Source: an optimization exercise on an open RTL-to-GDS flow (aim: small area, a short achievable clock period and few clock cycles). Production flows keep margins and buffers that such runs may drop.
Only simulation tests tie the RTL to the original design; equivalence was not proved.

==> flow/design.v (excerpt) <==
module edge_midpoint_subdivider (
  input  wire logic                      clk_i,
  input  wire logic                      rst_ni,
  input  wire logic                      cfg_we_i,
  input  wire logic [DELTA_W-1:0]        cfg_wdata_i,
  input  wire logic                      edge_valid_i,
  output logic                           edge_ready_o,
  input  wire logic signed [COORD_W-1:0] edge_start_x_i,
  input  wire logic signed [COORD_W-1:0] edge_start_y_i,
  input  wire logic signed [COORD_W-1:0] edge_end_x_i,
  input  wire logic signed [COORD_W-1:0] edge_end_y_i,
  output logic                           point_valid_o,
  input  wire logic                      point_ready_i,
  output logic signed [POINT_W-1:0]      point_x_o,
  output logic signed [POINT_W-1:0]      point_y_o,
  output logic                           point_last_o,
  output logic                           point_capped_o
);
Size in the first run: about 2300 cells after synthesis, ~480 flip-flops, about 150 I/O pins, roughly 28000 µm² of cells after synthesis.
clock: 9.0 ns
lec_check: 0
cap_margin: 20
core_margin: 2
core_utilization: 40
place_density: 0.6
setup_slack_margin: 5
slew_margin: 20
standard.sh (not shown) runs the stock make flow with config.mk's settings and CLKGATE_MAP_FILE= SYNTH_SCRIPT=/design/flow/synth_recipe.tcl, a recipe that flattens the netlist after the stock synthesis.
==> flow/flow/run.sh <==
#!/bin/bash
# The standard layout, with the ports buffered by buf_4 rather than the
# flow's default pick, and repair_timing aiming for a larger setup margin.
set -euo pipefail
bash standard.sh SETUP_SLACK_MARGIN=5.5 "BUFFER_PORTS_ARGS=-buffer_cell sky130_fd_sc_hd__buf_4" finish > standard_make.log 2>&1
The starting point passed the timing, design-rule and antenna checks.
Testbench counts at the start, summed over its fixed seeds: cycles 16,976.
Rerun with:
==> flow/run.sh (new file) <==
#!/bin/bash
# synth_recipe.tcl (not shown) runs the flow's synth.tcl, then flattens the netlist and writes it again
# the make line also repeats each setting of config.mk as NAME=value (left out here)
make -C /OpenROAD-flow-scripts/flow DESIGN_CONFIG=/design/flow/config.mk WORK_HOME=/design/flow/orfs CLKGATE_MAP_FILE= SYNTH_SCRIPT=/design/flow/synth_recipe.tcl finish
removed: flow/flow/run.sh
removed: flow/standard.sh
Outcome: Design area shrinks by 1.2%. Die area does not change. Wire length shrinks by about 4%.

---

Another version of the RTL of edge_midpoint_subdivider (not shown whole).
Size: about 2,300 cells after synthesis, about 480 flip-flops, ~150 I/O pins, ~27,000 sq um of cells after synthesis.
==> flow/design.v (excerpt) <==
module edge_midpoint_subdivider (
  input  wire logic                      clk_i,
  input  wire logic                      rst_ni,
  input  wire logic                      cfg_we_i,
  input  wire logic [DELTA_W-1:0]        cfg_wdata_i,
  input  wire logic                      edge_valid_i,
  output logic                           edge_ready_o,
  input  wire logic signed [COORD_W-1:0] edge_start_x_i,
  input  wire logic signed [COORD_W-1:0] edge_start_y_i,
  input  wire logic signed [COORD_W-1:0] edge_end_x_i,
  input  wire logic signed [COORD_W-1:0] edge_end_y_i,
  output logic                           point_valid_o,
  input  wire logic                      point_ready_i,
  output logic signed [POINT_W-1:0]      point_x_o,
  output logic signed [POINT_W-1:0]      point_y_o,
  output logic                           point_last_o,
  output logic                           point_capped_o
);
  logic [DELTA_W-1:0] delta_q;
  always_ff @(posedge clk_i or negedge rst_ni) begin
    if (!rst_ni) begin
      delta_q <= DELTA_RESET;
    end else if (cfg_we_i) begin
      delta_q <= cfg_wdata_i;
    end
  end
  logic a_v, b_v, b_ph, c_v, c_lp, e_v;
  logic a_mv, b_load, b_mv, c_done, c_hand, fire;
  logic fit;
  logic [DEPTH_W-1:0] c_k;
  logic e_last;
  logic c_ok, c_hand0, c_hand1, b_mv0, b_mv1;
  assign fire    = e_v & point_ready_i;
  assign c_done  = fit | (c_k == DEPTH_W'(MAX_DEPTH));
  assign c_ok    = c_v & ~c_lp & c_done;
  assign c_hand0 = c_ok & ~e_v;              
  assign c_hand1 = c_ok & e_v & e_last;      
  ...
clock: 9.0 ns
lec_check: 0
cap_margin: 20
core_margin: 2
core_utilization: 40
place_density: 0.6
setup_slack_margin: 5
slew_margin: 20
==> flow/flow/run.sh <==
#!/bin/bash
# The standard layout, with the ports buffered by buf_4 rather than the
# flow's default pick, and repair_timing aiming for a larger setup margin.
set -euo pipefail
bash standard.sh SETUP_SLACK_MARGIN=5.5 "BUFFER_PORTS_ARGS=-buffer_cell sky130_fd_sc_hd__buf_4" finish > standard_make.log 2>&1
Testbench counts at the start, summed over its fixed seeds: cycles 16,976.
Next try:
==> flow/flow/run.sh (replaced) <==
#!/bin/bash
# The standard layout, with the ports buffered by buf_4 rather than the
# flow's default pick, and repair_timing aiming for a larger setup margin.
set -euo pipefail
bash standard.sh SETUP_SLACK_MARGIN=5.7 "BUFFER_PORTS_ARGS=-buffer_cell sky130_fd_sc_hd__buf_4" finish > standard_make.log 2>&1
--- a/flow/config.mk
+++ b/flow/config.mk
@@ -7,6 +7,8 @@
 export LEC_CHECK = 0
+export ABC_AREA = 1
 export CAP_MARGIN = 20
 export CORE_MARGIN = 2
-export CORE_UTILIZATION = 40
-export PLACE_DENSITY = 0.6
+export CORE_UTILIZATION = 55
+export CTS_BUF_LIST = sky130_fd_sc_hd__clkbuf_8
+export PLACE_DENSITY = 0.75
 export SETUP_SLACK_MARGIN = 5
Effect:
- final area increases slightly
- synthesized cell count increases by a quarter to a third
- critical path depth decreases by 7
- core utilization increases by 16 points
- routed wire length increases by roughly a tenth
- hold slack improved by 0.019 ns
- register-to-register slack improved by 0.27 ns
- non-clock buffer count increases by 25
- setup slack improved by 0.19 ns
Next try:
--- a/flow/config.mk
+++ b/flow/config.mk
@@ -7,3 +7,2 @@
 export LEC_CHECK = 0
-export ABC_AREA = 1
 export CAP_MARGIN = 20
@@ -12,3 +11,3 @@
 export CTS_BUF_LIST = sky130_fd_sc_hd__clkbuf_8
-export PLACE_DENSITY = 0.75
+export PLACE_DENSITY = 0.65
 export SETUP_SLACK_MARGIN = 5
=> Non-clock buffer count is higher by 26. Hold slack degrades by 0.0071 ns. Routed wire length is lower by about 6%.
Next try:
==> flow/flow/run.sh (replaced) <==
#!/bin/bash
# The standard layout, with the ports buffered by buf_4 rather than the
# flow's default pick, and repair_timing aiming for a larger setup margin.
set -euo pipefail
bash standard.sh SETUP_SLACK_MARGIN=6.0 "BUFFER_PORTS_ARGS=-buffer_cell sky130_fd_sc_hd__buf_4" finish > standard_make.log 2>&1
--- a/flow/config.mk
+++ b/flow/config.mk
@@ -7,2 +7,3 @@
 export LEC_CHECK = 0
+export ABC_AREA = 1
 export CAP_MARGIN = 20
@@ -11,3 +12,3 @@
 export CTS_BUF_LIST = sky130_fd_sc_hd__clkbuf_8
-export PLACE_DENSITY = 0.65
+export PLACE_DENSITY = 0.75
 export SETUP_SLACK_MARGIN = 5
- The changed run finished clean
- worst setup slack is better by 0.056 ns
- hold slack got worse by 0.0087 ns
Next try:
==> flow/flow/run.sh (replaced) <==
#!/bin/bash
# The standard layout, with the ports buffered by buf_4 rather than the
# flow's default pick, and repair_timing aiming for a larger setup margin.
set -euo pipefail
bash standard.sh SETUP_SLACK_MARGIN=5.7 "BUFFER_PORTS_ARGS=-buffer_cell sky130_fd_sc_hd__buf_4" finish > standard_make.log 2>&1
--- a/flow/config.mk
+++ b/flow/config.mk
@@ -7,8 +7,7 @@
 export LEC_CHECK = 0
-export ABC_AREA = 1
 export CAP_MARGIN = 20
 export CORE_MARGIN = 2
-export CORE_UTILIZATION = 55
-export CTS_BUF_LIST = sky130_fd_sc_hd__clkbuf_8
-export PLACE_DENSITY = 0.75
+export CORE_UTILIZATION = 40
+export CTS_BUF_LIST = sky130_fd_sc_hd__clkbuf_4
+export PLACE_DENSITY = 0.6
 export SETUP_SLACK_MARGIN = 5
Non-clock buffer count fell by 10.
Hold slack is better by 0.0089 ns.

what the ideal ports hide:
How much do the figures lean on ideal ports? The routed layouts below were timed once more, with nothing changed but the port constraints.
Step 1: set_driving_cell puts a clkbuf_16 on clk_i and a buf_2 on each other input, an assumption about the parent block.
Step 2 adds t to the input delays and takes it off the output delays; t is the mean of the earliest and latest rising clock arrival at the registers after step 1. Input paths then give back, and output paths get back, about the clock's delay inside the block.
a / b / c = ideal ports / drivers / drivers and shift; a / b = the first two.
run | t (ns) | setup WS [ns] | hold slack, ns
the first run of note 1 | 0.653 | 5.578 / 5.578 / 5.173 | 0.415 / 0.415 / 0.415
the second run of note 1 | 0.662 | 5.163 / 5.163 / 4.754 | 0.419 / 0.419 / 0.419
the first run of note 2 | 0.665 | 5.580 / 5.580 / 5.221 | 0.403 / 0.403 / 0.403
the second run of note 2 | 0.703 | 5.771 / 5.715 / 5.507 | 0.422 / 0.422 / 0.422
the third run of note 2 | 0.722 | 5.690 / 5.645 / 5.395 | 0.415 / 0.415 / 0.415
the fourth run of note 2 | 0.726 | 5.746 / 5.689 / 5.562 | 0.406 / 0.406 / 0.406
the fifth run of note 2 | 0.967 | 5.585 / 5.530 / 5.405 | 0.415 / 0.415 / 0.415
After both steps setup and hold are still met in every run listed. The setup slack of the second run of note 1, which loses most, moves by 0.000 ns with the drivers and by -0.409 ns with both steps.
